Source: an optimization exercise on an open RTL-to-GDS flow (aim: small area, a short achievable clock period and few clock cycles per item). Production flows keep margins and buffers that such runs may drop.
Where RTL was checked, it was by simulation tests only, not by an equivalence proof against the original.
No functional check of the RTL was part of run 7.
Power figures rest on the tool's default switching activity, not on a simulated workload.

==> design/flow/design.v <==
package flash_loader_pkg;
    localparam int BUS_WIDTH  = 8;
    localparam int WORD_WIDTH = 32;
    typedef enum logic [BUS_WIDTH-1:0] {
        REG_DATA0 = 8'h00,
        REG_DATA1 = 8'h01,
        REG_DATA2 = 8'h02,
        REG_DATA3 = 8'h03,
        REG_CTRL  = 8'h04
    } reg_addr_e;
    localparam int CTL_FILL_BIT       = 0;
    localparam int CTL_SAVE_BEGIN_BIT = 1;
    localparam int CTL_SAVE_END_BIT   = 2;
    localparam int STAT_DONE_BIT      = 0;
    localparam int STAT_PING_BUSY_BIT = 1;
    localparam int STAT_PONG_BUSY_BIT = 2;
    typedef enum logic [1:0] {
        BUF_IDLE,
        BUF_BUSY,
        BUF_DONE
    } buf_state_e;
    typedef enum logic [2:0] {
        S_IDLE,
        S_WAIT_SEGMENT,
        S_READ_WORD,
        S_WAIT_DATA,
        S_WRITE_WORD,
        S_NEXT,
        S_DONE
    } loader_state_e;
endpackage
`timescale 1ns/1ps
`timescale 1ns/1ps
`timescale 1ns/1ps
`timescale 1ns/1ps
module loader_nor3 (
    input  logic [2:0] a_i,
    output logic       y_o
);
    assign y_o = ~|a_i;
endmodule
module loader_nor2 (
    input  logic [1:0] a_i,
    output logic       y_o
);
    assign y_o = ~|a_i;
endmodule
`timescale 1ns/1ps
import flash_loader_pkg::*;
module flash_loader_top #(
    parameter int SEGMENT_WORDS   = 16,
    parameter int FLASH_ADDR_BITS = 12
) (
    input  logic                                    clk,
    input  logic                                    reset_n,
    input  logic                                    stb_i,
    input  logic                                    we_i,
    input  logic [flash_loader_pkg::BUS_WIDTH-1:0]  adr_wr_i,
    input  logic [flash_loader_pkg::BUS_WIDTH-1:0]  adr_rd_i,
    input  logic [flash_loader_pkg::BUS_WIDTH-1:0]  dat_i,
    output logic [flash_loader_pkg::BUS_WIDTH-1:0]  dat_o,
    output logic                                    ack_o,
    input  logic                                    fill_we_i,
    input  logic [$clog2(SEGMENT_WORDS):0]          fill_addr_i,
    input  logic [flash_loader_pkg::WORD_WIDTH-1:0] fill_data_i,
    output logic                                    ping_busy_o,
    output logic                                    pong_busy_o,
    output logic                                    done_o,
    output logic                                    flash_valid_o,
    output logic [FLASH_ADDR_BITS-1:0]              flash_addr_o,
    output logic [flash_loader_pkg::WORD_WIDTH-1:0] flash_data_o,
    input  logic                                    flash_ready_i
);
    localparam int IDX_BITS = $clog2(SEGMENT_WORDS);
    localparam int PTR_BITS = IDX_BITS + 1;
    localparam int CNT_BITS = IDX_BITS + 2;
    localparam int WORDS    = 2 * SEGMENT_WORDS;
    logic                       wr;
    logic                       ctrl_wr;
    logic                       fill_start;
    logic [3:0]                 data_sel_q;
    logic [BUS_WIDTH-1:0]       wr_data_q;
    logic [BUS_WIDTH-1:0]       data_q [4];
    logic                       save_begin;
    logic                       save_end;
    logic [2*BUS_WIDTH-1:0]     staged;
    logic [FLASH_ADDR_BITS-1:0] begin_addr_q;
    logic [FLASH_ADDR_BITS-1:0] end_addr_q;
    assign ack_o      = stb_i;
    assign wr         = stb_i & we_i;
    logic wr_hi_zero;
    logic wr_lo_ctrl;
    loader_nor3 wr_hi_zero_inst (.a_i(adr_wr_i[7:5]), .y_o(wr_hi_zero));
    loader_nor3 wr_lo_ctrl_inst (.a_i({adr_wr_i[4:3], ~adr_wr_i[2]}), .y_o(wr_lo_ctrl));
    assign ctrl_wr    = wr & wr_hi_zero & wr_lo_ctrl & ~adr_wr_i[1] & ~adr_wr_i[0];
    assign fill_start = ctrl_wr & dat_i[CTL_FILL_BIT];
    always_ff @(posedge clk or negedge reset_n) begin
        if (!reset_n) begin
            data_sel_q <= '0;
        end else begin
            for (int i = 0; i < 4; i++) begin
                data_sel_q[i] <= wr & (adr_wr_i == BUS_WIDTH'(i));
            end
        end
    end
    always_ff @(posedge clk) begin
        wr_data_q <= dat_i;
    end
    always_ff @(posedge clk or negedge reset_n) begin
        if (!reset_n) begin
            for (int i = 0; i < 4; i++) begin
                data_q[i] <= '0;
            end
        end else begin
            for (int i = 0; i < 4; i++) begin
                if (data_sel_q[i]) begin
                    data_q[i] <= wr_data_q;
                end
            end
        end
    end
    assign save_begin = ctrl_wr & dat_i[CTL_SAVE_BEGIN_BIT];
    assign save_end   = ctrl_wr & dat_i[CTL_SAVE_END_BIT];
    assign staged     = {data_sel_q[1] ? wr_data_q : data_q[1],
                         data_sel_q[0] ? wr_data_q : data_q[0]};
    always_ff @(posedge clk or negedge reset_n) begin
        if (!reset_n) begin
            begin_addr_q <= '0;
            end_addr_q   <= '0;
        end else begin
            if (save_begin) begin
                begin_addr_q <= staged[FLASH_ADDR_BITS-1:0];
            end
            if (save_end) begin
                end_addr_q <= staged[FLASH_ADDR_BITS-1:0];
            end
        end
    end
    logic       hi_zero_a;
    logic       hi_zero_b;
    logic [7:0] lo_mux;
    loader_nor3 hi_zero_a_inst (.a_i(adr_rd_i[7:5]), .y_o(hi_zero_a));
    loader_nor2 hi_zero_b_inst (.a_i(adr_rd_i[4:3]), .y_o(hi_zero_b));
    always_comb begin
        case (adr_rd_i[2:0])
            3'd0:    lo_mux = data_q[0];
            3'd1:    lo_mux = data_q[1];
            3'd2:    lo_mux = data_q[2];
            3'd3:    lo_mux = data_q[3];
            3'd4:    lo_mux = {5'b0, pong_busy_o, ping_busy_o, done_o};
            default: lo_mux = '0;
        endcase
    end
    assign dat_o = {BUS_WIDTH{hi_zero_a & hi_zero_b}} & lo_mux;
    logic [WORD_WIDTH-1:0] mem [WORDS];
    logic [WORD_WIDTH-1:0] rd_data;
    logic [WORDS-1:0]      rd_sel;
    logic [CNT_BITS-1:0]   wr_cnt_q;    
    logic [CNT_BITS-1:0]   rd_cnt_q;    
    always_ff @(posedge clk) begin
        if (fill_we_i) begin
            mem[fill_addr_i] <= fill_data_i;
        end
    end
    always_comb begin
        for (int i = 0; i < WORDS; i++) begin
            rd_sel[i] = (rd_cnt_q[PTR_BITS-1:0] == PTR_BITS'(i));
        end
        rd_data = '0;
        for (int i = 0; i < WORDS; i++) begin
            rd_data = rd_data | ({WORD_WIDTH{rd_sel[i]}} & mem[i]);
        end
    end
    logic                       running_q;
    logic                       first_q;      
    logic                       occ_q;        
    logic [1:0]                 full_q;
    logic                       half_q;       
    logic                       half_last_q;  
    logic [FLASH_ADDR_BITS-1:0] addr_q;
    logic [WORD_WIDTH-1:0]      out_q;
    logic                       xfer;
    logic                       at_end;
    logic                       more;
    logic                       load;
    logic                       finish;
    assign flash_valid_o = occ_q & (running_q | fill_start);
    assign flash_addr_o  = addr_q;
    assign flash_data_o  = out_q;
    assign xfer   = flash_valid_o & flash_ready_i;
    assign at_end = (addr_q == end_addr_q);
    assign more   = first_q | ~at_end;
    assign load   = (~occ_q | xfer) & (wr_cnt_q != rd_cnt_q) & more;
    assign finish = running_q & ~first_q & at_end & (~occ_q | xfer)
                  & (wr_cnt_q[IDX_BITS-1:0] == '0);
    always_ff @(posedge clk or negedge reset_n) begin
        if (!reset_n) begin
            running_q <= 1'b0;
            done_o    <= 1'b0;
            first_q   <= 1'b1;
            occ_q     <= 1'b0;
            wr_cnt_q  <= '0;
            rd_cnt_q  <= '0;
            full_q    <= '0;
        end else begin
            if (finish) begin
                running_q <= 1'b0;
                done_o    <= 1'b1;
                first_q   <= 1'b1;
                occ_q     <= 1'b0;
                wr_cnt_q  <= '0;
                rd_cnt_q  <= '0;
                full_q    <= '0;
            end else begin
                if (fill_start) begin
                    running_q <= 1'b1;
                    done_o    <= 1'b0;
                end
                if (load) begin
                    first_q  <= 1'b0;
                    occ_q    <= 1'b1;
                    rd_cnt_q <= rd_cnt_q + 1'b1;
                end else if (xfer) begin
                    occ_q    <= 1'b0;
                end
                if (fill_we_i) begin
                    wr_cnt_q <= wr_cnt_q + 1'b1;
                end
                for (int h = 0; h < 2; h++) begin
                    if (fill_we_i && fill_addr_i == {1'(h), IDX_BITS'(SEGMENT_WORDS - 1)}) begin
                        full_q[h] <= 1'b1;
                    end else if (xfer && half_last_q && half_q == 1'(h)) begin
                        full_q[h] <= 1'b0;
                    end
                end
            end
        end
    end
    assign ping_busy_o = full_q[0] & running_q;
    assign pong_busy_o = full_q[1] & running_q;
    always_ff @(posedge clk or negedge reset_n) begin
        if (!reset_n) begin
            addr_q      <= '0;
            half_q      <= 1'b0;
            half_last_q <= 1'b0;
        end else begin
            if (save_begin) begin
                addr_q <= staged[FLASH_ADDR_BITS-1:0];
            end else if (finish) begin
                addr_q <= begin_addr_q;
            end else if (load && !first_q) begin
                addr_q <= addr_q + 1'b1;
            end
            if (load) begin
                half_q      <= rd_cnt_q[IDX_BITS];
                half_last_q <= (rd_cnt_q[IDX_BITS-1:0] == IDX_BITS'(SEGMENT_WORDS - 1));
            end
        end
    end
    always_ff @(posedge clk) begin
        if (load) begin
            out_q <= rd_data;
        end
    end
endmodule
==> design/flow/run.sh <==
#!/bin/bash
# synth_recipe.tcl (not shown) runs the flow's synth.tcl, then flattens the netlist and writes it again
# the make line also repeats each setting of config.mk as NAME=value (left out here)
make -C /OpenROAD-flow-scripts/flow DESIGN_CONFIG=/design/flow/config.mk WORK_HOME=/design/flow/orfs CLKGATE_MAP_FILE= SYNTH_SCRIPT=/design/flow/synth_recipe.tcl finish
==> design/flow/config.mk <==
export PLATFORM = sky130hd
export DESIGN_NAME = flash_loader_top
export DESIGN_NICKNAME = flash_loader_top
export VERILOG_FILES = /design/flow/design.v
export SDC_FILE = /design/flow/constraint.sdc
export NUM_CORES = 4
export LEC_CHECK = 0
export CAP_MARGIN = 20
export CORE_MARGIN = 2
export CORE_UTILIZATION = 60
export SETUP_SLACK_MARGIN = 2.8
export SLEW_MARGIN = 20
export SYNTH_HIERARCHICAL = 1
export SYNTH_MINIMUM_KEEP_SIZE = 0
==> design/flow/constraint.sdc <==
create_clock -name core_clock -period 5.0 [get_ports {clk}]
set_input_delay 1.0000 -clock core_clock [delete_from_list [all_inputs] [get_ports {clk}]]
set_output_delay 1.0000 -clock core_clock [all_outputs]
set_load 0.01 [all_outputs]
==> flow_summary.toml, run 1 <==
[outcome]
status = "complete, no violations"

[setup_path]
critPathArrivalTime_ps = 2150
timing.rr.start = "rd_cnt_q[3]$_DFFE_PN0P_"
crit_path_start = "adr_wr_i[7]"
crit_fanout = 2
cp_cell_sequence = "buf_6 > nor3_4 > nand4bb_4 > o31a_1 > nor2b_2 > buf_2"
max_stage_delay_ps = 310
endpoint_kind = "primary output"
path_class = "in2out"
worstPathRequired_ps = 4000
slowest_stage = "o31a_1"
start_kind = "primary input"

[placement]
placed_cell_area_sq_um = 46800
place.gp.congestion = 0.861
dp_hpwl_mm = 81.5
port_buffers = 123
place_inst = 3540
preCtsSetupSlack_ps = 816

[global_route]
grt_pass1_vias = 27500
overflow = 0
track_usage = 0.421
grt_max_degree = 56
antenna_found_initial = 6
grt_pass1_wl_mm = 214

[yosys]
syn-cell-area_sq_um = 43400
syn_avg_cell_area_sq_um = 17.4
ys_seq_elements = 1156
ys_dominant_reg_cell = "edfxtp_1"
postSynthCellCount = 2490
ys_seq_area_frac = 0.787
yosysWarnings = 8
postSynth.asyncResetShare = 0.0796
synth_edf_count = 1056
ys_types = 81

[timing]
fin_skew_ps = 34.8
slew_headroom = 0.211
final.setup.tns_ps = 0
fin_crit_ps = 3150
max_freq_mhz = 317
hold_violations = 0
finalHoldWorstSlack_ps = 289
fin_crit_sh = 0.631
rsz0062_at_grt = "yes"
fin_ws_ps = 1850
setup_viol = 0
tightest_slew_ps = 1180
finalMaxSlewViolations = 0

[detailed_routing]
vias = 29100
drc = 0
drt-initial-drc-count = 5467
detail_route.wl_per_cell_um = 39.9
first_pass_iters = 10
antenna_left = 0
routed_wl_mm = 158
vias_per_cell = 7.32

[power]
p_total_mw = 27.8
ir_drop_uv = 419
p_per_area_nw_per_um2 = 514
p_leak_nw = 18.6

[hold_path]
min_path_type = "in2async"

[cells_and_area]
layout_commonest_cell = "edfxtp_1"
drive_gt1_frac = 0.287
layout.cells.non_filler = 3975
area_growth_pct = 24.5
final_nets = 2994
finalInstanceArea_sq_um = 54100
final_cell_mix = "edfxtp_1 (1,056), a22oi_1 (194), buf_4 (186)"
utilization = 0.755

[clock_tree]
cts_root_buf = "clkbuf_16"
clock_latency_ps = 700
clk_pin_slew_ps = 60
cts.sinks = 1156
cts_max_level = 3
cts_tree = "done"
hold_buffers = 0
cts_buffers = 115
clk_path_buf_depth = 3

[die]
start_util = 0.607
die_h_um = 273
pin_count = 124
die_area_sq_um = 74600
num_rows = 98
die_w_um = 273
core_sq_um = 71600

[job]
drv_cap = 0
modules after synthesis, one instance, submodules excluded:
module | flip-flops and latches | times used | cells
flash_loader_top | 1156 | 1 | 2486
loader_nor2 | 0 | 1 | 1
loader_nor3 | 0 | 3 | 1
kinds of logic (layout without fill, tap and decap cells):
group           after synthesis  in the layout  share of synthesized area
flops                      1156           1156                      0.787
compound gates              582            582                      0.106
simple gates                438            441                     0.0532
buf+inv                     158            684                     0.0167
mux                         119            119                     0.0294
xor+xnor                     28             28                    0.00565
fa+ha+maj                     9              9                    0.00259
other cells                   0              6                          0
layer usage:
layer	part of all wire	vias up	track usage
li1	-	11200	-
met1	0.34	14700	0.580
met2	0.44	2690	0.625
met3	0.16	549	0.117
met4	0.064	4	0.209
met5	0.00018	-	0
state kept, by name, indices dropped and copies added (netlist names), 2 cells and up:
register / count
begin_addr_q: 12
mem: 1024
out_q: 32
full_q: 2
data_q: 32
rd_cnt_q: 6
addr_q: 12
data_sel_q: 4
end_addr_q: 12
wr_data_q: 8
wr_cnt_q: 6
power by group:
part	switching, mW	internal [mW]	total [mW]
clock	3.68	5.14	8.83
combinational	4.72	2.95	7.68
sequential	0.238	11.0	11.3
timing repair:
item / in CTS / in global routing
setup buffers: 153 / 39
resized for setup: 557 / 87
pin swaps: 95 / 61
gates cloned: 12 / 6
endpoints found under the setup margin: 1187 / 289
final cells by class:
cell class | count | area (sq um)
diodes | 6 | 15.0
multi-input cells | 1179 | 9960
fillers | 4176 | 17500
flip-flops and latches | 1156 | 34200
clock inverters | 72 | 838
clock buffers | 146 | 3040
inverters | 20 | 83.8
repair buffers | 446 | 4750
well taps | 950 | 1190
worst max-delay path, delay by kind of cell:
kind                   cells  cell delay, ps
AOI/OAI and AO/OA          1             310
buffers and inverters      2             260
and+or+nand+nor            3             590
synthesized netlist by cell type (44+ instances only):
| cell | count | area, sq um |
|---|---|---|
| dfrtp_1 | 91 | 2280 |
| mux2i_1 | 61 | 611 |
| mux2_2 | 57 | 642 |
| a221oi_1 | 65 | 569 |
| a22o_1 | 75 | 657 |
| clkbuf_1 | 72 | 270 |
| a22oi_1 | 200 | 1500 |
| buf_2 | 44 | 220 |
| nor2_1 | 96 | 360 |
| nand4_1 | 67 | 419 |
| a222oi_1 | 45 | 450 |
| edfxtp_1 | 1056 | 31700 |
| nand2_1 | 109 | 409 |
final timing paths:
path | cells after the start | slack, ps | endpoint
worst max-delay path | 6 | 1850 | flash_valid_o
worst min-delay path | 1 | 290 | wr_cnt_q[4]$_DFFE_PN0P_
worst max register to register | 8 | 2100 | out_q[11]$_DFFE_PP_
worst min register to register | 2 | 480 | begin_addr_q[3]$_DFFE_PN0P_
max in group asynchronous | 2 | 3600 | addr_q[3]$_DFFE_PN0P_
min in group core_clock | 2 | 480 | begin_addr_q[3]$_DFFE_PN0P_
Testbench counts, summed over its fixed seeds: cycles 27,394, words 21,815.
==> inputs of run 2 (changes only) <==
--- a/design/flow/config.mk
+++ b/design/flow/config.mk
@@ -7,8 +7,11 @@
 export LEC_CHECK = 0
 export CAP_MARGIN = 20
 export CORE_MARGIN = 2
-export CORE_UTILIZATION = 60
-export SETUP_SLACK_MARGIN = 2.8
+export CORE_UTILIZATION = 40
+export CTS_BUF_LIST = sky130_fd_sc_hd__clkbuf_8
+export CTS_CLUSTER_DIAMETER = 70
+export CTS_CLUSTER_SIZE = 14
+export SETUP_SLACK_MARGIN = 2.0
 export SLEW_MARGIN = 20
 export SYNTH_HIERARCHICAL = 1
 export SYNTH_MINIMUM_KEEP_SIZE = 0
==> run 2 against run 1 <==
  * Still clean
  * Via count shrank 5.7%
  * Die area increased by 49%
  * Count of clock-buffer cells in the layout down 50
  * Sequential power hardly changed
  * Largest power group unchanged
==> flow_summary.toml, run 2 <==
[cells_and_area]
area_growth_pct = 14.7
final_nets = 2843
regMostFlops = "mem"
top_regs = "mem: 1024 flops, data_q: 32 flops, out_q: 32 flops"
drive_gt1_frac = 0.196
final_cell_mix = "edfxtp_1 (1,056), a22oi_1 (199), buf_4 (153)"
largest_reg_flops = 1024
layout_commonest_cell = "edfxtp_1"
finalInstanceArea_sq_um = 49800

[yosys]
ys_dominant_reg_cell = "edfxtp_1"
yosysWarnings = 8
synthTopCellsByCount = "edfxtp_1 (1,056), a22oi_1 (200), nand2_1 (109)"
synth_most_common_cell = "edfxtp_1"
synth_top_area_share = 0.730
ys_types = 81
postSynthCellCount = 2490
synth_edf_count = 1056
syn_avg_cell_area_sq_um = 17.4
syn-cell-area_sq_um = 43400
postSynth.asyncResetShare = 0.0796
synthTopCellsByArea = "edfxtp_1 (73%), dfrtp_1 (5.2%), a22oi_1 (3.5%)"
yosys.area.top_type = "edfxtp_1"
ys_seq_elements = 1156
ys_seq_area_frac = 0.787

[clock_tree]
clk_path_buf_depth = 3
cts_root_buf = "clkbuf_8"
hold_buffers = 0
clock_latency_ps = 800
cts_buffers = 94
cts_max_level = 3
cts_tree = "done"
cts.sinks = 1156
clk_pin_slew_ps = 100

[timing]
rsz0062_at_grt = "yes"
slew_headroom = 0.213
fin_crit_ps = 3100
final.setup.tns_ps = 0
tightest_slew_ps = 1170
finalHoldWorstSlack_ps = 300
finalMaxSlewViolations = 0
fin_crit_sh = 0.619
hold_violations = 0
fin_skew_ps = 84.3
max_freq_mhz = 323
setup_viol = 0

[setup_path]
endpoint_kind = "register"
reg2reg_to = "out_q[3]$_DFFE_PP_"
path_class = "reg2reg"
worstPathRequired_ps = 5490
crit_path_start = "rd_cnt_q[0]$_DFFE_PN0P_"
crit_fanout = 14
timing.rr.start = "rd_cnt_q[0]$_DFFE_PN0P_"
start_kind = "register"
r2r_slack_ps = 1900
critPathArrivalTime_ps = 3590
reg2reg_depth = 9

[power]
p_leak_nw = 16.4
p_total_mw = 22.7
p_per_area_nw_per_um2 = 455
ir_drop_uv = 257

[global_route]
grt_max_degree = 50
antenna_found_initial = 5
overflow = 0
grt_pass1_wl_mm = 211
grt_pass1_vias = 26500
track_usage = 0.271

[placement]
port_buffers = 123
place.gp.congestion = 0.867
dp_hpwl_mm = 89.5
placed_cell_area_sq_um = 47400

[die]
num_rows = 120
die_area_sq_um = 111000
pin_count = 124
start_util = 0.405
die_w_um = 334
die_h_um = 334
core_sq_um = 107000

[detailed_routing]
vias = 27500
vias_per_cell = 6.55
drc = 0
drt-initial-drc-count = 4816
detail_route.wl_per_cell_um = 36.6
first_pass_iters = 7
routed_wl_mm = 154
antenna_left = 0

[job]
drv_cap = 0

[outcome]
status = "complete, no violations"

[hold_path]
min_path_type = "in2async"
-- run 2: changes by cell type in the layout (fill, tap and decap cells not counted), moves of 12 or more --
cell | previous run | this run
a221oi_1 | 48 | 60
buf_12 | 58 | 26
buf_2 | 56 | 36
buf_4 | 186 | 153
buf_6 | 67 | 15
bufinv_16 | 16 | 0
clkbuf_1 | 26 | 0
clkbuf_16 | 122 | 1
clkbuf_8 | 10 | 96
clkdlybuf4s50_1 | 32 | 69
clkinv_1 | 19 | 1
clkinv_2 | 26 | 2
-- run 2: kinds of logic after synthesis --
group,after synthesis,synth area share
flops,1156,0.787
mux,119,0.0294
buf+inv,158,0.0167
simple gates,438,0.0532
fa+ha+maj,9,0.00259
compound gates,582,0.106
xor+xnor,28,0.00565
-- run 2: power breakdown --
part / internal, mW / switching, mW / total, mW
clock network: 1.77 / 3.10 / 4.87
registers: 11.0 / 0.318 / 11.3
logic: 2.31 / 4.18 / 6.49
total: 15.1 / 7.59 / 22.7
-- run 2: modules after synthesis, one instance, submodules excluded --
| module | flops+latches | copies in the design | cells | area [sq um] |
|---|---|---|---|---|
| flash_loader_top | 1156 | 1 | 2486 | 43400 |
| loader_nor3 | 0 | 3 | 1 | 10.0 |
| loader_nor2 | 0 | 1 | 1 | 3.75 |
-- run 2: layout make-up --
type	count	area, sq um
clock buffers	96	1320
flip-flops and latches	1156	34200
multi-input cells	1176	9330
well taps	1403	1760
diodes	6	15.0
clock inverters	20	148
repair buffers	319	2980
inverters	20	81.3
fillers	9067	57500
-- run 2: how the worst max path moves through the flow --
stage,end,slack [ps],cells past startpoint
floorplan,mem[15][0]$_DFFE_PP_,1620,3
global placement,flash_valid_o,900,7
detailed placement,flash_valid_o,840,7
CTS,flash_valid_o,1910,7
global route,flash_valid_o,1890,6
finish,out_q[3]$_DFFE_PP_,1900,9
-- run 2: worst max-delay path: stages (launching register included) --
cell and delay (ps):
dfrtp_2 480, inv_1 140, ha_2 280, buf_4 310, nor4b_4 560, buf_6 400
a22oi_1 150, nand3_1 130, a211oi_1 60, o2111ai_1 340
-- run 2: per-layer routing --
| layer | vias to the layer above | wire length, um | global-route usage |
|---|---|---|---|
| met2 | 2129 | 69000 | 0.415 |
| met3 | 414 | 18900 | 0.0645 |
| met1 | 14200 | 57500 | 0.365 |
| met4 | 2 | 8160 | 0.128 |
| li1 | 10700 | - | - |
| met5 | - | 8 | 0 |
-- run 2: repair_timing --
| action | in CTS | in global routing |
|---|---|---|
| endpoints found under the setup margin | 86 | 73 |
| buffers inserted | 40 | 23 |
| pin swaps | 21 | 15 |
| gates cloned | 1 | 1 |
| resized for setup | 161 | 61 |
-- run 2: per-stage QoR --
step | setup WS, ps | util | std cells
after CTS | 1910 | 0.461 | 4166
after global placement | 904 | 0.441 | 4007
after global routing | 1890 | 0.464 | 4192
final | 1900 | 0.464 | 4196
after floorplan | 1620 | - | 2490
after detailed placement | 841 | 0.441 | 4009
==> inputs of run 3 (changes only) <==
--- a/design/flow/config.mk
+++ b/design/flow/config.mk
@@ -11,7 +11,7 @@
 export CTS_BUF_LIST = sky130_fd_sc_hd__clkbuf_8
 export CTS_CLUSTER_DIAMETER = 70
 export CTS_CLUSTER_SIZE = 14
-export SETUP_SLACK_MARGIN = 2.0
+export SETUP_SLACK_MARGIN = 2.8
 export SLEW_MARGIN = 20
 export SYNTH_HIERARCHICAL = 1
 export SYNTH_MINIMUM_KEEP_SIZE = 0
==> run 3 against run 2 <==
  * Still clean
  * Utilization increased by 3.4 points
  * Clock power increased by 2%
  * Largest power group unchanged
  * Routed wire length increased by 6.6%
  * Design area increased by 7.3%
  * Die area unchanged
==> flow_summary.toml, run 3 <==
[detailed_routing]
detail_route.wl_per_cell_um = 37.3
drt-initial-drc-count = 5099
drc = 0
vias = 28700
antenna_left = 0
vias_per_cell = 6.54
routed_wl_mm = 164
first_pass_iters = 6

[power]
clockPowerShare = 0.202
p_comb_frac = 0.341
p_per_area_nw_per_um2 = 460
p_int_mw = 16.2
power_frac_seq = 0.457
p_switching_mw = 8.37
ir_drop_uv = 282
p_sw_frac = 0.340
p_leak_nw = 18.1

[clock_tree]
clk_path_buf_depth = 3
cts.sinks = 1156
cts_tree = "done"
cts_root_buf = "clkbuf_8"
cts_buffers = 96
clk_pin_slew_ps = 100
cts_max_level = 3
clock_latency_ps = 820

[yosys]
ys_dominant_reg_cell = "edfxtp_1"
synth_most_common_cell = "edfxtp_1"
synthTopCellsByArea = "edfxtp_1 (73%), dfrtp_1 (5.2%), a22oi_1 (3.5%)"
ys_seq_elements = 1156
yosysWarnings = 8
postSynth.asyncResetShare = 0.0796
syn_avg_cell_area_sq_um = 17.4
yosys.area.top_type = "edfxtp_1"
synthTopCellsByCount = "edfxtp_1 (1,056), a22oi_1 (200), nand2_1 (109)"
ys_types = 81
ys_seq_area_frac = 0.787
syn-cell-area_sq_um = 43400
postSynthCellCount = 2490
synth_top_area_share = 0.730
synth_edf_count = 1056

[outcome]
status = "complete, no violations"

[timing]
hold_violations = 0
max_freq_mhz = 326
finalMaxSlewViolations = 0
final.setup.tns_ps = 0
fin_crit_ps = 3070
setup_viol = 0
fin_crit_sh = 0.613
rsz0062_at_grt = "yes"
slew_headroom = 0.216
fin_skew_ps = 96.9
tightest_slew_ps = 1170

[cells_and_area]
area_growth_pct = 23.0
final_nets = 3033
finalInstanceArea_sq_um = 53400
drive_gt1_frac = 0.301
top_regs = "mem: 1024 flops, data_q: 32 flops, out_q: 32 flops"
layout_commonest_cell = "edfxtp_1"
largest_reg_flops = 1024
final_cell_mix = "edfxtp_1 (1,056), buf_4 (199), a22oi_1 (189)"
regMostFlops = "mem"
utilization = 0.498

[die]
num_rows = 120
pin_count = 124
start_util = 0.405
core_sq_um = 107000
die_h_um = 334
die_area_sq_um = 111000
die_w_um = 334

[setup_path]
r2r_slack_ps = 2070
critPathArrivalTime_ps = 2070
reg2reg_to = "out_q[20]$_DFFE_PP_"
endpoint_kind = "primary output"
reg2reg_depth = 8
path_class = "in2out"
start_kind = "primary input"
timing.rr.start = "rd_cnt_q[2]$_DFFE_PN0P_"
crit_fanout = 2
worstPathRequired_ps = 4000

[placement]
place.gp.congestion = 0.836
placed_cell_area_sq_um = 47400
dp_hpwl_mm = 84.8
port_buffers = 123

[global_route]
track_usage = 0.287
antenna_found_initial = 11
grt_max_degree = 51
overflow = 0
grt_pass1_vias = 27700
grt_pass1_wl_mm = 221

[hold_path]
min_path_type = "in2async"

[job]
drv_cap = 0
==> run 3: cell counts after synthesis <==
No cell type changed its count.
==> run 3: cell type report <==
cell class / instances / area, sq um
Fill cell: 8676 / 53900
Sequential cell: 1156 / 34200
Multi-Input combinational cell: 1178 / 10200
Timing Repair Buffer: 505 / 5630
Tap cell: 1403 / 1760
Clock buffer: 99 / 1360
Clock inverter: 27 / 196
Inverter: 20 / 91.3
Antenna cell: 5 / 12.5
==> run 3: repair_timing <==
action	in CTS	in global routing
setup endpoints to repair	1131	573
gates resized for setup	628	131
hold buffers	0	0
gates cloned	13	3
buffers inserted	178	63
pin swaps	98	106
==> run 3: cell families after synthesis <==
logic type,count (synthesis),synth area share
muxes,119,0.0294
adders and majority gates,9,0.00259
AOI/OAI and AO/OA,582,0.106
and+or+nand+nor,438,0.0532
buffers and inverters,158,0.0167
DFF,1156,0.787
xor gates and xnor gates,28,0.00565
==> run 3: through the flow <==
step           setup slack [ps]  cells  hold slack, ps  power [mW]
2_1_floorplan              1980   2490             434        14.4
3_3_place_gp                722   4001             451        17.2
3_5_place_dp                708   4002             454        17.3
4_1_cts                    1830   4319             232        23.8
5_1_grt                    1850   4391             273        25.1
6_report                   1930   4393             250        24.6
==> run 3: worst max-delay path by stage <==
stage	to	startpoint	slack, ps
floorplan	half_last_q$_DFFE_PN0P_	adr_wr_i[6]	1980
global placement	flash_valid_o	adr_wr_i[2]	720
detailed placement	flash_valid_o	adr_wr_i[2]	710
CTS	flash_valid_o	adr_wr_i[3]	1830
global route	flash_valid_o	adr_wr_i[3]	1850
finish	flash_valid_o	adr_wr_i[5]	1930
==> run 3: modules after synthesis, one instance, submodules excluded <==
module            copies in the design  area [sq um]  cells  flops+latches
flash_loader_top                     1         43400   2486           1156
loader_nor3                          3          10.0      1              0
loader_nor2                          1          3.75      1              0
==> run 3: power by group through the flow <==
stage	clock network [mW]	logic (mW)	registers, mW
5_1_grt	5.35	8.45	11.3
6_report	4.98	8.38	11.2
4_1_cts	5.01	7.52	11.2
3_3_place_gp	0	5.51	11.7
3_5_place_dp	0	5.54	11.7
2_1_floorplan	0	2.91	11.5
==> run 3: critical path, stage by stage <==
cell	delay [ps]
buf_6	100
nor3_4	210
nand4bb_4	160
o31a_1	310
nor2b_4	170
buf_6	120
==> run 3: metal layers <==
metal  share of wire  up-vias  GRT usage  wire [um]
met5         0.00057        -          0         94
met4           0.065       14      0.150      10600
met3            0.14      554     0.0813      23100
met2            0.44     2463      0.439      72600
met1            0.35    14600      0.373      57400
li1                -    11100          -          -
==> inputs of run 4 (changes only) <==
--- a/design/flow/design.v
+++ b/design/flow/design.v
@@ -45,6 +45,17 @@
 );
     assign y_o = ~|a_i;
 endmodule
+module loader_dec5 (
+    input  logic        en_i,
+    input  logic [4:0]  a_i,
+    output logic [31:0] y_o
+);
+    always_comb begin
+        for (int i = 0; i < 32; i++) begin
+            y_o[i] = en_i & (a_i == 5'(i));
+        end
+    end
+endmodule
 `timescale 1ns/1ps
 import flash_loader_pkg::*;
 module flash_loader_top #(
@@ -157,15 +168,17 @@
     logic [WORDS-1:0]      rd_sel;
     logic [CNT_BITS-1:0]   wr_cnt_q;    
     logic [CNT_BITS-1:0]   rd_cnt_q;    
+    logic [WORDS-1:0]      wr_sel;
+    loader_dec5 wr_dec_inst (.en_i(fill_we_i), .a_i(fill_addr_i), .y_o(wr_sel));
+    loader_dec5 rd_dec_inst (.en_i(1'b1), .a_i(rd_cnt_q[PTR_BITS-1:0]), .y_o(rd_sel));
     always_ff @(posedge clk) begin
-        if (fill_we_i) begin
-            mem[fill_addr_i] <= fill_data_i;
+        for (int i = 0; i < WORDS; i++) begin
+            if (wr_sel[i]) begin
+                mem[i] <= fill_data_i;
+            end
         end
     end
     always_comb begin
-        for (int i = 0; i < WORDS; i++) begin
-            rd_sel[i] = (rd_cnt_q[PTR_BITS-1:0] == PTR_BITS'(i));
-        end
         rd_data = '0;
         for (int i = 0; i < WORDS; i++) begin
             rd_data = rd_data | ({WORD_WIDTH{rd_sel[i]}} & mem[i]);
--- a/design/flow/config.mk
+++ b/design/flow/config.mk
@@ -7,11 +7,11 @@
 export LEC_CHECK = 0
 export CAP_MARGIN = 20
 export CORE_MARGIN = 2
-export CORE_UTILIZATION = 40
+export CORE_UTILIZATION = 55
 export CTS_BUF_LIST = sky130_fd_sc_hd__clkbuf_8
 export CTS_CLUSTER_DIAMETER = 70
 export CTS_CLUSTER_SIZE = 14
-export SETUP_SLACK_MARGIN = 2.8
+export SETUP_SLACK_MARGIN = 2.3
 export SLEW_MARGIN = 20
 export SYNTH_HIERARCHICAL = 1
 export SYNTH_MINIMUM_KEEP_SIZE = 0
==> run 4 against run 3 <==
  * Via count shrank 8.1%
  * First-iteration DRC count shrank 19%
  * Cell count shrank 14%
  * Design area shrank 7.1%
  * Total power shrank 31%
  * Clock power shrank 4.4%
  * Register-to-register slack gained 200 ps
  * Synthesized area shrank 2.5%
  * Utilization grew 15 points
  * Sequential power shrank 4%
  * Sequential share of layout area grew 4.9 points
  * Sequential cell count is the same
==> flow_summary.toml, run 4 <==
[cells_and_area]
layout.cells.non_filler = 3784
utilization = 0.653
multi_input_comb_area_sq_um = 8640
layout_commonest_cell = "edfxtp_1"
final_cell_mix = "edfxtp_1 (1,056), a22oi_1 (381), buf_4 (174)"
final_nets = 2792
largest_reg_flops = 1024
drive_gt1_frac = 0.234
top_regs = "mem: 1024 flops, data_q: 32 flops, out_q: 32 flops"
area.sequential_sq_um = 34200
area_growth_pct = 17.2
nFillCells = 5280
regMostFlops = "mem"

[setup_path]
path_class = "in2out"
crit_path_start = "adr_wr_i[4]"
cp-endpoint = "flash_valid_o"
cp.depth = 6
critPathArrivalTime_ps = 2090
timing.rr.start = "rd_cnt_q[1]$_DFFE_PN0P_"
reg2reg_to = "out_q[25]$_DFFE_PP_"
crit_family = "simple AND/OR/NAND/NOR gates"
start_kind = "primary input"
cp_cell_sequence = "buf_8 > nor3_4 > and4bb_2 > a41oi_2 > nor2_2 > buf_2"
slowest_stage = "and4bb_2"
worstPathRequired_ps = 4000
crit_buf_inv = 2
crit_fanout = 2
max_stage_delay_ps = 310
r2r_slack_ps = 2270
reg2reg_depth = 8
endpoint_kind = "primary output"

[detailed_routing]
routed_wl_mm = 141
vias_per_cell = 6.98
drc = 0
vias = 26400
drt-initial-drc-count = 4126
antenna_left = 0
detail_route.wl_per_cell_um = 37.2
first_pass_iters = 6

[yosys]
syn_avg_cell_area_sq_um = 18.0
postSynthCellCount = 2354
ys_seq_area_frac = 0.807
yosysWarnings = 10
postSynth.asyncResetShare = 0.0796
yosys.area.top_type = "edfxtp_1"
ys_seq_elements = 1156
synthTopCellsByCount = "edfxtp_1 (1,056), a22oi_1 (390), nor2_1 (96)"
synth_edf_count = 1056
synth_most_common_cell = "edfxtp_1"
ys_dominant_reg_cell = "edfxtp_1"
synthTopCellsByArea = "edfxtp_1 (75%), a22oi_1 (6.9%), dfrtp_1 (5.4%)"
ys_types = 70
synth_top_area_share = 0.749
syn-cell-area_sq_um = 42400

[power]
p_switching_mw = 3.90
power_frac_seq = 0.642
p_per_area_nw_per_um2 = 339
ir_drop_uv = 257
clockPowerShare = 0.282
p_leak_nw = 16.6
p_int_mw = 12.9
p_comb_frac = 0.076
p_sw_frac = 0.231

[timing]
tightest_slew_ps = 1100
setup_viol = 0
finalMaxSlewViolations = 0
slew_headroom = 0.261
fin_skew_ps = 26.7
rsz0062_at_grt = "yes"
finalHoldWorstSlack_ps = 328
final.setup.tns_ps = 0
hold_violations = 0
fin_crit_ps = 3090
fin_ws_ps = 1910
max_freq_mhz = 324
fin_crit_sh = 0.617

[clock_tree]
cts_tree = "done"
clock_latency_ps = 760
cts_max_level = 3
cts.sinks = 1156
clk_pin_slew_ps = 100
cts_root_buf = "clkbuf_8"
clk_path_buf_depth = 3
cts_buffers = 93

[die]
start_util = 0.557
num_rows = 101
die_h_um = 282
die_w_um = 282
pin_count = 124
core_sq_um = 76100
die_area_sq_um = 79200

[global_route]
grt_max_degree = 93
antenna_found_initial = 7
overflow = 0
grt_pass1_wl_mm = 192
grt_pass1_vias = 25200
track_usage = 0.350

[job]
drv_cap = 0

[hold_path]
min_path_type = "in2async"

[placement]
place_inst = 3472
preCtsSetupSlack_ps = 712
port_buffers = 123
place.gp.congestion = 0.858
dp_hpwl_mm = 73.9

[outcome]
status = "complete, no violations"
run 4: logic make-up after synthesis:
logic type,share of synthesized area
XOR/XNOR,0.00641
AND/OR/NAND/NOR,0.0510
flip-flops,0.807
adder cells (fa/ha/maj),0.00118
other,0.0000885
buffers and inverters,0.0128
multiplexers,0.0156
AO/OA/AOI/OAI,0.106
run 4: area by class of cell:
| class | count | share of cell area |
|---|---|---|
| clock buffer | 94 | 0.0261 |
| multi-input combinational | 1076 | 0.174 |
| clock inverter | 31 | 0.00335 |
| antenna | 3 | 0.000151 |
| inverter | 10 | 0.000832 |
| timing repair buffer | 384 | 0.0807 |
| tap | 1030 | 0.0260 |
| sequential | 1156 | 0.689 |
run 4: how the worst min path moves through the flow:
stage | to | cells after the start
finish | data_q[1][1]$_DFF_PN0_ | 1
floorplan | begin_addr_q[8]$_DFFE_PN0P_ | 2
global placement | begin_addr_q[8]$_DFFE_PN0P_ | 2
detailed placement | begin_addr_q[8]$_DFFE_PN0P_ | 2
global route | done_o$_DFFE_PN0P_ | 1
CTS | data_q[1][1]$_DFF_PN0_ | 1
run 4: timing repair:
action | in CTS | in global routing
gates cloned | 4 | 6
pin swaps | 66 | 37
gates resized for setup | 263 | 55
endpoints found under the setup margin | 801 | 188
hold buffers | 0 | 0
buffers inserted | 115 | 59
run 4: through the flow:
| step | area (sq um) | power [mW] |
|---|---|---|
| 2_1_floorplan | 42500 | 11.5 |
| 3_3_place_gp | 45800 | 12.0 |
| 3_5_place_dp | 45800 | 12.0 |
| 4_1_cts | 48800 | 16.8 |
| 5_1_grt | 49600 | 17.3 |
| 6_report | 49600 | 16.8 |
run 4: power by group through the flow:
| stage | logic, mW | registers, mW | clock network [mW] |
|---|---|---|---|
| floorplan | 0.444 | 11.0 | 0 |
| global placement | 0.953 | 11.0 | 0 |
| detailed placement | 0.970 | 11.0 | 0 |
| CTS | 1.16 | 10.8 | 4.77 |
| global route | 1.33 | 10.8 | 5.12 |
| finish | 1.27 | 10.8 | 4.76 |
run 4: routing by layer:
layer,vias up,part of all wire,track usage,wire length [um]
met2,1902,0.47,0.551,66000
met1,13800,0.38,0.507,53700
li1,10400,-,-,-
met5,-,0.00021,0,30
met4,4,0.036,0.108,5080
met3,305,0.11,0.0598,16000
run 4: worst reg2reg max path: cells and delay by family (launching register included):
kind | cells | cell delay (ps)
simple gates | 4 | 960
flops | 1 | 460
compound gates | 1 | 500
buf+inv | 3 | 500
run 4: per-module statistics from Yosys (local to each module, per instance):
| module | flip-flops and latches | cells | copies in the design | area (sq um) |
|---|---|---|---|---|
| loader_dec5 | 0 | 47 | 2 | 234 |
| loader_nor2 | 0 | 1 | 1 | 3.75 |
| flash_loader_top | 1156 | 2256 | 1 | 41900 |
| loader_nor3 | 0 | 1 | 3 | 10.0 |
Testbench counts of run 4, summed over its fixed seeds: cycles 27,394, words 21,815.
==> inputs of run 5 (changes only) <==
--- a/design/flow/config.mk
+++ b/design/flow/config.mk
@@ -7,7 +7,7 @@
 export LEC_CHECK = 0
 export CAP_MARGIN = 20
 export CORE_MARGIN = 2
-export CORE_UTILIZATION = 55
+export CORE_UTILIZATION = 65
 export CTS_BUF_LIST = sky130_fd_sc_hd__clkbuf_8
 export CTS_CLUSTER_DIAMETER = 70
 export CTS_CLUSTER_SIZE = 14
==> run 5 against run 4 <==
  * Combinational power barely moved
  * Hold slack lost 92 ps
  * Utilization increased by 12 points
  * Synthesized area stayed put
  * Largest cell class unchanged
  * Setup slack better by 57 ps
  * Critical path type unchanged
==> flow_summary.toml, run 5 <==
[yosys]
yosysWarnings = 10
synthTopCellsByCount = "edfxtp_1 (1,056), a22oi_1 (390), nor2_1 (96)"
ys_seq_elements = 1156
syn_avg_cell_area_sq_um = 18.0
synth_top_area_share = 0.749
ys_types = 70
ys_seq_area_frac = 0.807
syn-cell-area_sq_um = 42400
yosys.area.top_type = "edfxtp_1"
postSynthCellCount = 2354
ys_dominant_reg_cell = "edfxtp_1"
synthTopCellsByArea = "edfxtp_1 (75%), a22oi_1 (6.9%), dfrtp_1 (5.4%)"
synth_most_common_cell = "edfxtp_1"
postSynth.asyncResetShare = 0.0796
synth_edf_count = 1056

[timing]
final.setup.tns_ps = 0
fin_skew_ps = 53.1
finalHoldWorstSlack_ps = 236
slew_headroom = 0.249
max_freq_mhz = 330
fin_crit_ps = 3030
setup_viol = 0
tightest_slew_ps = 1120
hold_violations = 0
finalMaxSlewViolations = 0
rsz0062_at_grt = "yes"
fin_crit_sh = 0.606

[cells_and_area]
area_growth_pct = 17.7
layout_commonest_cell = "edfxtp_1"
regMostFlops = "mem"
drive_gt1_frac = 0.250
top_regs = "mem: 1024 flops, data_q: 32 flops, out_q: 32 flops"
final_cell_mix = "edfxtp_1 (1,056), a22oi_1 (379), buf_4 (194)"
finalInstanceArea_sq_um = 49800
largest_reg_flops = 1024
final_nets = 2822

[die]
die_w_um = 259
die_area_sq_um = 67200
start_util = 0.657
core_sq_um = 64500
pin_count = 124
die_h_um = 259
num_rows = 93

[detailed_routing]
antenna_left = 0
drc = 0
routed_wl_mm = 139
dr_wl_met2_mm = 62.9
vias = 27100
detail_route.wl_per_cell_um = 38.3
vias_per_cell = 7.46
met3_length_mm = 21.3
drt-initial-drc-count = 4887
highest_layer = "met5"
wl_met1_mm = 47.7
first_pass_iters = 6

[setup_path]
path_class = "in2out"
r2r_slack_ps = 2190
reg2reg_depth = 10
critPathArrivalTime_ps = 2030
start_kind = "primary input"
reg2reg_to = "out_q[0]$_DFFE_PP_"
worstPathRequired_ps = 4000
timing.rr.start = "rd_cnt_q[2]$_DFFE_PN0P_"
crit_path_start = "adr_wr_i[4]"
crit_fanout = 2
endpoint_kind = "primary output"

[global_route]
overflow = 0
track_usage = 0.406
grt_pass1_wl_mm = 189
antenna_found_initial = 6
grt_max_degree = 50
grt_pass1_vias = 25400

[placement]
port_buffers = 123
place.gp.congestion = 0.914
dp_hpwl_mm = 72.8
placed_cell_area_sq_um = 45500

[clock_tree]
cts_tree = "done"
cts.sinks = 1156
cts_root_buf = "clkbuf_8"
clock_latency_ps = 760
cts_buffers = 92
clk_path_buf_depth = 3
clk_pin_slew_ps = 110
cts_max_level = 3

[power]
ir_drop_uv = 298
p_total_mw = 16.8
p_leak_nw = 16.7
p_per_area_nw_per_um2 = 337

[hold_path]
min_path_type = "in2async"

[job]
drv_cap = 0

[outcome]
status = "complete, no violations"
==> run 5: cell count changes in the layout (fill, tap and decap cells not counted), moves of 3 or more <==
cell            before  now
buf_12              55   58
buf_6               36   41
buf_8                3    6
buf_2               28   25
a221oi_1            41   29
buf_4              174  194
inv_1               30   19
dlymetal6s2s_1       2    5
a221oi_2            23   33
==> run 5: final cells by class <==
class | count | area, sq um
Tap cell | 855 | 1070
Clock buffer | 96 | 1320
Inverter | 10 | 41.3
Clock inverter | 16 | 98.8
Fill cell | 3625 | 14600
Timing Repair Buffer | 414 | 4290
Multi-Input combinational cell | 1076 | 8810
Antenna cell | 4 | 10.0
Timing Repair inverter | 1 | 7.51
Sequential cell | 1156 | 34200
==> run 5: through the flow <==
step	utilization	cells	setup WS, ps
floorplan	-	2361	1800
finish	0.773	3628	1970
CTS	0.752	3546	1920
detailed placement	0.706	3304	872
global placement	0.706	3304	924
global route	0.773	3625	1930
==> run 5: kinds of logic after synthesis <==
family                     after synthesis  share of synthesized area
DFF                                   1156                      0.807
AOI/OAI and AO/OA                      579                      0.106
muxes                                   59                     0.0156
other                                    1                  0.0000885
buffers and inverters                  132                     0.0128
adders and majority gates                4                    0.00118
xor gates and xnor gates                31                    0.00641
and+or+nand+nor                        392                     0.0510
==> run 5: timing repair <==
item                                    4_1_cts  5_1_grt
endpoints found under the setup margin      841      290
gates resized for setup                     251      130
hold buffers                                  0        0
gates cloned                                  3        9
buffers inserted                            127       68
pin swaps                                    48       56
==> run 5: worst max-delay path by stage <==
stage / slack, ps / cells past startpoint / endpoint
2_1_floorplan: 1800 / 3 / mem[12][0]$_DFFE_PP_
3_3_place_gp: 920 / 6 / dat_o[1]
3_5_place_dp: 870 / 6 / dat_o[2]
4_1_cts: 1920 / 5 / dat_o[2]
5_1_grt: 1930 / 6 / flash_valid_o
6_report: 1970 / 6 / flash_valid_o
==> run 5: worst max-delay path, stage by stage <==
cell and delay, ps:
buf_6 100, nor3_2 160, and4bb_2 300, a41oi_4 160, nor2_2 160, buf_2 150
==> run 5: modules after synthesis, one instance, submodules excluded <==
module / copies in the design / area (sq um)
flash_loader_top: 1 / 41900
loader_nor3: 3 / 10.0
loader_dec5: 2 / 234
loader_nor2: 1 / 3.75
==> run 5: layer usage <==
metal	vias to the layer above	GRT usage
met5	-	0
met4	6	0.151
met2	2493	0.621
met3	441	0.114
li1	10500	-
met1	13600	0.570
==> run 5: report_power, final <==
part | internal (mW) | switching [mW] | total (mW)
clock network | 1.74 | 2.94 | 4.69
logic | 0.465 | 0.807 | 1.27
registers | 10.7 | 0.105 | 10.8
==> inputs of run 6 (changes only) <==
--- a/design/flow/config.mk
+++ b/design/flow/config.mk
@@ -7,11 +7,11 @@
 export LEC_CHECK = 0
 export CAP_MARGIN = 20
 export CORE_MARGIN = 2
-export CORE_UTILIZATION = 65
+export CORE_UTILIZATION = 40
 export CTS_BUF_LIST = sky130_fd_sc_hd__clkbuf_8
 export CTS_CLUSTER_DIAMETER = 70
 export CTS_CLUSTER_SIZE = 14
-export SETUP_SLACK_MARGIN = 2.3
+export SETUP_SLACK_MARGIN = 2.0
 export SLEW_MARGIN = 20
 export SYNTH_HIERARCHICAL = 1
 export SYNTH_MINIMUM_KEEP_SIZE = 0
==> run 6 against run 5 <==
  * Combinational power shrank 11%
  * Design area shrank 2.4%
  * Count of clock-buffer cells in the layout shrank 1
  * Critical path depth grew 1
  * Utilization shrank 31 points
  * Synthesized area is the same
  * Sequential cell count is the same
  * Critical path type is now reg2reg
  * Largest cell class unchanged
==> flow_summary.toml, run 6 <==
[outcome]
status = "complete, no violations"

[die]
die_w_um = 329
die_h_um = 329
pin_count = 124
num_rows = 119
core_sq_um = 105000
start_util = 0.403
die_area_sq_um = 109000

[global_route]
overflow = 0
globalRouteMet3Util = 0.0483
gr-usage-met1 = 0.342
grt_max_degree = 55
track_usage = 0.249
antenna_found_initial = 4
use_met2 = 0.403
grt_pass1_wl_mm = 190
top_usage_layer = "met2"
grt_pass1_vias = 24900

[setup_path]
crit_fanout = 13
r2r_slack_ps = 2000
start_kind = "register"
cp_cell_sequence = "nand2b_4 > buf_4 > nor2_4 > buf_4 > a221oi_1 > nand3_1 > or4_1"
worst_path_most_repeated_cell = "buf_4"
critPathArrivalTime_ps = 3480
endpoint_kind = "register"
slowest_stage = "or4_1"
crit_buf_inv = 2
crit_family = "simple AND/OR/NAND/NOR gates"
reg2reg_depth = 7
max_stage_delay_ps = 630
path_class = "reg2reg"
worstPathRequired_ps = 5480
reg2reg_to = "out_q[20]$_DFFE_PP_"
timing.rr.start = "rd_cnt_q[0]$_DFFE_PN0P_"

[yosys]
ys_seq_area_frac = 0.807
synthTopCellsByCount = "edfxtp_1 (1,056), a22oi_1 (390), nor2_1 (96)"
postSynthCellCount = 2354
yosys.area.top_type = "edfxtp_1"
synth_most_common_cell = "edfxtp_1"
yosysWarnings = 10
ys_seq_elements = 1156
synthTopCellsByArea = "edfxtp_1 (75%), a22oi_1 (6.9%), dfrtp_1 (5.4%)"
postSynth.asyncResetShare = 0.0796
ys_types = 70
syn_avg_cell_area_sq_um = 18.0
synth_top_area_share = 0.749
syn-cell-area_sq_um = 42400
synth_edf_count = 1056
ys_dominant_reg_cell = "edfxtp_1"

[clock_tree]
cts_tree = "done"
clk_path_buf_depth = 3
cts_root_buf = "clkbuf_8"
clk_pin_slew_ps = 90
cts.sinks = 1156
cts_max_level = 3
hold_buffers = 0
cts_buffers = 95
clock_latency_ps = 780

[timing]
max_freq_mhz = 333
hold_violations = 0
fin_crit_ps = 3000
finalMaxSlewViolations = 0
tightest_slew_ps = 1350
fin_crit_sh = 0.601
final.setup.tns_ps = 0
slew_headroom = 0.102
finalHoldWorstSlack_ps = 267
setup_viol = 0
rsz0062_at_grt = "yes"
fin_skew_ps = 51.3

[detailed_routing]
routed_wl_mm = 137
detail_route.wl_per_cell_um = 34.0
drt-initial-drc-count = 3762
drc = 0
first_pass_iters = 5
vias = 25500
antenna_left = 0
vias_per_cell = 6.33

[cells_and_area]
area_growth_pct = 14.8
drive_gt1_frac = 0.179
top_regs = "mem: 1024 flops, data_q: 32 flops, out_q: 32 flops"
regMostFlops = "mem"
layout_commonest_cell = "edfxtp_1"
largest_reg_flops = 1024
final_nets = 2686
final_cell_mix = "edfxtp_1 (1,056), a22oi_1 (385), buf_4 (115)"

[power]
p_total_mw = 17.0
p_leak_nw = 15.7
p_per_area_nw_per_um2 = 350
ir_drop_uv = 189

[placement]
dp_hpwl_mm = 76.3
place.gp.congestion = 0.825
port_buffers = 123

[hold_path]
min_path_type = "in2async"

[job]
drv_cap = 0
==> run 6: logic make-up (layout without fill, tap and decap cells) <==
family,after synthesis,after routing,synth area share
AOI/OAI and AO/OA,579,579,0.106
xor gates and xnor gates,31,31,0.00641
adders and majority gates,4,4,0.00118
buffers and inverters,132,406,0.0128
DFF,1156,1156,0.807
muxes,59,59,0.0156
other,1,13,0.0000885
and+or+nand+nor,392,395,0.0510
==> run 6: final cells by class <==
cell class	instances	area [sq um]
Fill cell	8900	56500
Sequential cell	1156	34200
Multi-Input combinational cell	1076	8330
Timing Repair Buffer	276	2740
Tap cell	1391	1740
Clock buffer	95	1310
Clock inverter	25	278
Inverter	10	37.5
Antenna cell	5	12.5
==> run 6: modules after synthesis (local to each module, per instance) <==
module	copies in the design	flip-flops and latches	cell area (sq um)	cells inside
loader_nor2	1	0	3.75	1
loader_nor3	3	0	10.0	1
loader_dec5	2	0	234	47
flash_loader_top	1	1156	41900	2256
==> run 6: how the worst max path moves through the flow <==
| stage | start | slack [ps] | endpoint | cells after the start |
|---|---|---|---|---|
| after global placement | adr_rd_i[1] | 770 | dat_o[6] | 5 |
| after detailed placement | adr_rd_i[1] | 810 | dat_o[6] | 5 |
| final | rd_cnt_q[0]$_DFFE_PN0P_ | 2000 | out_q[20]$_DFFE_PP_ | 7 |
| after floorplan | fill_addr_i[4] | 1640 | mem[3][0]$_DFFE_PP_ | 2 |
| after global routing | rd_cnt_q[4]$_DFFE_PN0P_ | 1910 | out_q[19]$_DFFE_PP_ | 7 |
| after CTS | rd_cnt_q[3]$_DFFE_PN0P_ | 2000 | out_q[9]$_DFFE_PP_ | 7 |
==> run 6: through the flow <==
step                      setup slack [ps]  area (sq um)  utilization  cells
after floorplan                       1640         42400            -   2361
after global placement                 771         46300        0.440   3841
after detailed placement               808         46300        0.440   3842
after CTS                             2000         48400        0.460   4009
after global routing                  1910         48600        0.463   4033
final                                 2000         48600        0.463   4034
==> run 6: what timing repair did <==
item	CTS	global route
hold endpoints to repair	0	0
endpoints found under the setup margin	142	321
pin swaps	25	16
resized for setup	127	22
setup buffers	45	19
gates cloned	2	1
==> run 6: report_power, final <==
part | switching, mW | internal (mW) | total [mW]
sequential | 0.110 | 10.7 | 10.8
clock | 3.03 | 2.00 | 5.04
combinational | 0.733 | 0.395 | 1.13
==> run 6: metal layers <==
layer | vias to the layer above | share of wire
li1 | 10200 | -
met1 | 13300 | 0.38
met2 | 1792 | 0.48
met3 | 236 | 0.11
met4 | 0 | 0.032
met5 | - | 0
==> inputs of run 7 (changes only) <==
--- a/design/flow/design.v
+++ b/design/flow/design.v
@@ -56,6 +56,19 @@
         end
     end
 endmodule
+module loader_a41o (
+    input  logic [3:0] a_i,
+    input  logic       b_i,
+    output logic       y_o
+);
+    assign y_o = (&a_i) | b_i;
+endmodule
+module loader_nand4 (
+    input  logic [3:0] a_i,
+    output logic       y_o
+);
+    assign y_o = ~&a_i;
+endmodule
 `timescale 1ns/1ps
 import flash_loader_pkg::*;
 module flash_loader_top #(
@@ -99,12 +112,16 @@
     logic [FLASH_ADDR_BITS-1:0] end_addr_q;
     assign ack_o      = stb_i;
     assign wr         = stb_i & we_i;
-    logic wr_hi_zero;
-    logic wr_lo_ctrl;
-    loader_nor3 wr_hi_zero_inst (.a_i(adr_wr_i[7:5]), .y_o(wr_hi_zero));
-    loader_nor3 wr_lo_ctrl_inst (.a_i({adr_wr_i[4:3], ~adr_wr_i[2]}), .y_o(wr_lo_ctrl));
-    assign ctrl_wr    = wr & wr_hi_zero & wr_lo_ctrl & ~adr_wr_i[1] & ~adr_wr_i[0];
-    assign fill_start = ctrl_wr & dat_i[CTL_FILL_BIT];
+    logic wr_hi_zero;      
+    logic wr_mid_zero;     
+    logic fill_wr_n;       
+    logic fill_lo;         
+    loader_nor3  wr_hi_zero_inst  (.a_i(adr_wr_i[7:5]), .y_o(wr_hi_zero));
+    loader_nor3  wr_mid_zero_inst (.a_i({adr_wr_i[4:3], adr_wr_i[1]}), .y_o(wr_mid_zero));
+    loader_nand4 fill_wr_inst     (.a_i({stb_i, we_i, adr_wr_i[2], dat_i[CTL_FILL_BIT]}), .y_o(fill_wr_n));
+    loader_nor2  fill_lo_inst     (.a_i({fill_wr_n, adr_wr_i[0]}), .y_o(fill_lo));
+    assign ctrl_wr    = wr & wr_hi_zero & wr_mid_zero & adr_wr_i[2] & ~adr_wr_i[0];
+    assign fill_start = wr_hi_zero & wr_mid_zero & fill_lo;
     always_ff @(posedge clk or negedge reset_n) begin
         if (!reset_n) begin
             data_sel_q <= '0;
@@ -197,7 +214,8 @@
     logic                       more;
     logic                       load;
     logic                       finish;
-    assign flash_valid_o = occ_q & (running_q | fill_start);
+    loader_a41o valid_inst (.a_i({wr_hi_zero, wr_mid_zero, fill_lo, occ_q & ~running_q}),
+                            .b_i(occ_q & running_q), .y_o(flash_valid_o));
     assign flash_addr_o  = addr_q;
     assign flash_data_o  = out_q;
     assign xfer   = flash_valid_o & flash_ready_i;
==> run 7 against run 6 <==
  * Die area hardly changed
  * Utilization is 0.40 points lower
  * Synthesized area about the same
  * Cell count is 0.37% lower
  * Global-route usage is 0.35 points higher
  * Count of clock-buffer cells in the layout is 1 higher
  * Synthesized cell count increased by 0.42%
  * Via count rose by 0.49%
  * Setup slack got worse by 50 ps
  * First-iteration DRC count down 8.4%
  * Clock skew rose by 5.1 ps
==> flow_summary.toml, run 7 <==
[power]
clockPowerShare = 0.255
p_leak_nw = 15.6
p_switching_mw = 5.21
power_frac_seq = 0.587
p_per_area_nw_per_um2 = 399
p_sw_frac = 0.271
ir_drop_uv = 251
p_total_mw = 19.2
p_comb_frac = 0.159
p_int_mw = 14.0

[global_route]
overflow = 0
antenna_found_initial = 4
grt_pass1_vias = 25000
track_usage = 0.253
grt_pass1_wl_mm = 193
grt_max_degree = 50

[setup_path]
crit_fanout = 22
start_kind = "primary input"
endpoint_kind = "register"
worstPathRequired_ps = 5460
path_class = "in2reg"
critPathArrivalTime_ps = 3510

[detailed_routing]
highest_layer = "met5"
met3_length_mm = 14.2
detail_route.wl_per_cell_um = 34.5
vias = 25700
drt-initial-drc-count = 3445
antenna_left = 0
routed_wl_mm = 139
vias_per_cell = 6.38
wl_met1_mm = 52.7
drc = 0
first_pass_iters = 6
dr_wl_met2_mm = 65.8

[timing]
fin_skew_ps = 56.4
max_freq_mhz = 328
fin_crit_sh = 0.610
rsz0062_at_grt = "yes"
finalMaxSlewViolations = 0
slew_headroom = 0.257
setup_viol = 0
final.setup.tns_ps = 0
tightest_slew_ps = 1110
finalHoldWorstSlack_ps = 250
fin_crit_ps = 3050
hold_violations = 0

[cells_and_area]
drive_gt1_frac = 0.160
final_nets = 2676
finalInstanceArea_sq_um = 48200
largest_reg_flops = 1024
final_cell_mix = "edfxtp_1 (1,056), a22oi_1 (385), buf_4 (110)"
area.sequential_sq_um = 34200
top_regs = "mem: 1024 flops, data_q: 32 flops, out_q: 32 flops"
area_growth_pct = 13.8
regMostFlops = "mem"
nFillCells = 8886
layout.cells.non_filler = 4019
multi_input_comb_area_sq_um = 8300
layout_commonest_cell = "edfxtp_1"

[hold_path]
min_path_type = "in2async"

[outcome]
status = "complete, no violations"

[yosys]
yosys.area.top_type = "edfxtp_1"
ys_seq_elements = 1156
yosysWarnings = 10
synth_most_common_cell = "edfxtp_1"
synth_edf_count = 1056
ys_types = 75
ys_dominant_reg_cell = "edfxtp_1"
postSynth.asyncResetShare = 0.0796
postSynthCellCount = 2364
synthTopCellsByArea = "edfxtp_1 (75%), a22oi_1 (6.8%), dfrtp_1 (5.4%)"
synth_top_area_share = 0.748
syn_avg_cell_area_sq_um = 17.9
ys_seq_area_frac = 0.807
syn-cell-area_sq_um = 42400
synthTopCellsByCount = "edfxtp_1 (1,056), a22oi_1 (386), clkbuf_1 (100)"

[clock_tree]
clk_pin_slew_ps = 100
cts_max_level = 3
cts.sinks = 1156
cts_tree = "done"
cts_buffers = 95
clock_latency_ps = 800
clk_path_buf_depth = 3
cts_root_buf = "clkbuf_8"

[placement]
placed_cell_area_sq_um = 46100
port_buffers = 123
place.gp.congestion = 0.856
place_inst = 3840
dp_hpwl_mm = 73.4

[die]
die_area_sq_um = 109000
die_w_um = 329
pin_count = 124
core_sq_um = 105000
die_h_um = 329
start_util = 0.403
num_rows = 119

[job]
drv_cap = 0
## run 7: logic make-up (layout without fill, tap and decap cells)
kind of cell,count (synthesis),after routing,share of synthesized area
adder cells (fa/ha/maj),4,4,0.00118
AO/OA/AOI/OAI,592,592,0.108
AND/OR/NAND/NOR,394,395,0.0513
other,1,10,0.0000885
XOR/XNOR,26,26,0.00537
flip-flops,1156,1156,0.807
buffers and inverters,135,389,0.0125
multiplexers,56,56,0.0146
## run 7: modules after synthesis, one instance, submodules excluded
module	cells	flip-flops and latches
flash_loader_top	2263	1156
loader_nor3	1	0
loader_a41o	1	0
loader_dec5	47	0
loader_nand4	1	0
loader_nor2	1	0
## run 7: layer usage
metal	vias up	global-route usage
met5	-	0
met4	4	0.0979
met3	330	0.0525
met2	1655	0.410
met1	13400	0.336
li1	10200	-
## run 7: critical path, stage by stage
cell	delay, ps
clkdlybuf4s50_1	860
nand4bb_1	500
nor2_4	760
buf_12	360
## run 7: path summary, 6_finish.rpt
path	to	slack (ps)	depth (start not counted)	startpoint
max	mem[5][18]$_DFFE_PP_	1950	4	fill_we_i
min	addr_q[3]$_DFFE_PN0P_	250	1	reset_n
max reg2reg	out_q[4]$_DFFE_PP_	2080	7	rd_cnt_q[2]$_DFFE_PN0P_
min reg2reg	begin_addr_q[4]$_DFFE_PN0P_	480	2	begin_addr_q[4]$_DFFE_PN0P_
max in group asynchronous	data_q[3][6]$_DFFE_PN0P_	3700	2	reset_n
min in group core_clock	begin_addr_q[4]$_DFFE_PN0P_	480	2	begin_addr_q[4]$_DFFE_PN0P_
## run 7: area by class of cell
type | instances | share of cell area
Sequential cell | 1156 | 0.709
Clock inverter | 22 | 0.00402
Tap cell | 1391 | 0.0361
Multi-Input combinational cell | 1081 | 0.172
Inverter | 12 | 0.000934
Timing Repair Buffer | 259 | 0.0501
Antenna cell | 2 | 0.000104
Clock buffer | 96 | 0.0274
## run 7: what timing repair did
item | CTS | global route
resized for setup | 89 | 34
pin swaps | 24 | 11
hold buffers | 0 | 0
hold endpoints to repair | 0 | 0
gates cloned | 1 | 0
setup endpoints to repair | 76 | 58
buffers inserted | 39 | 19
## run 7: metrics by stage
stage                     setup slack (ps)   util
after global placement                 996  0.438
after global routing                  1980  0.459
after CTS                             1970  0.456
after floorplan                       1640      -
after detailed placement               967  0.438
final                                 1950  0.459
## run 7: power groups by stage
stage,Combinational [mW],Clock [mW],Sequential [mW]
6_report,3.05,4.90,11.3
5_1_grt,3.20,5.29,11.3
4_1_cts,2.93,4.96,11.3
3_5_place_dp,2.77,0,11.5
3_3_place_gp,2.75,0,11.5
2_1_floorplan,1.20,0,11.4

separate check: timing with driven ports:
How much do the figures lean on ideal ports? The routed layouts below were timed once more, with nothing changed but the port constraints. Step 1, drivers: a clkbuf_16 drives clk and a buf_2 each remaining input, both assumed. Step 2 adds t to the input delays and takes it off the output delays; t is the mean of the earliest and latest rising clock arrival at the registers after step 1. Input paths then give back, and output paths get back, about the clock's delay inside the block. Slacks: ideal ports / drivers / drivers and shift; pairs: ideal ports / drivers.
| run | t, ns | setup slack, ns | worst setup path after step 2 | clock arrival spread, ns | worst data-port slew with drivers (ns) |
|---|---|---|---|---|---|
| run 1 | 0.758 | 1.846 / 1.806 / 1.702 | input to register | 0.037 / 0.037 | 0.12 |
| run 2 | 0.827 | 1.903 / 1.889 / 1.221 | input to register | 0.097 / 0.096 | 0.20 |
| run 3 | 0.842 | 1.933 / 1.881 / 1.664 | input to register | 0.103 / 0.102 | 0.11 |
| run 4 | 0.806 | 1.913 / 1.873 / 1.463 | input to register | 0.033 / 0.032 | 0.17 |
| run 5 | 0.793 | 1.971 / 1.917 / 1.493 | input to register | 0.061 / 0.060 | 0.13 |
| run 6 | 0.825 | 1.997 / 1.997 / 1.244 | input to register | 0.052 / 0.053 | 0.10 |
| run 7 | 0.832 | 1.948 / 1.976 / 1.149 | input to register | 0.069 / 0.069 | 0.11 |
After both steps setup and hold are still met in every run listed. The setup slack of run 7, which loses most, moves by +0.028 ns with the drivers and by -0.799 ns with both steps.
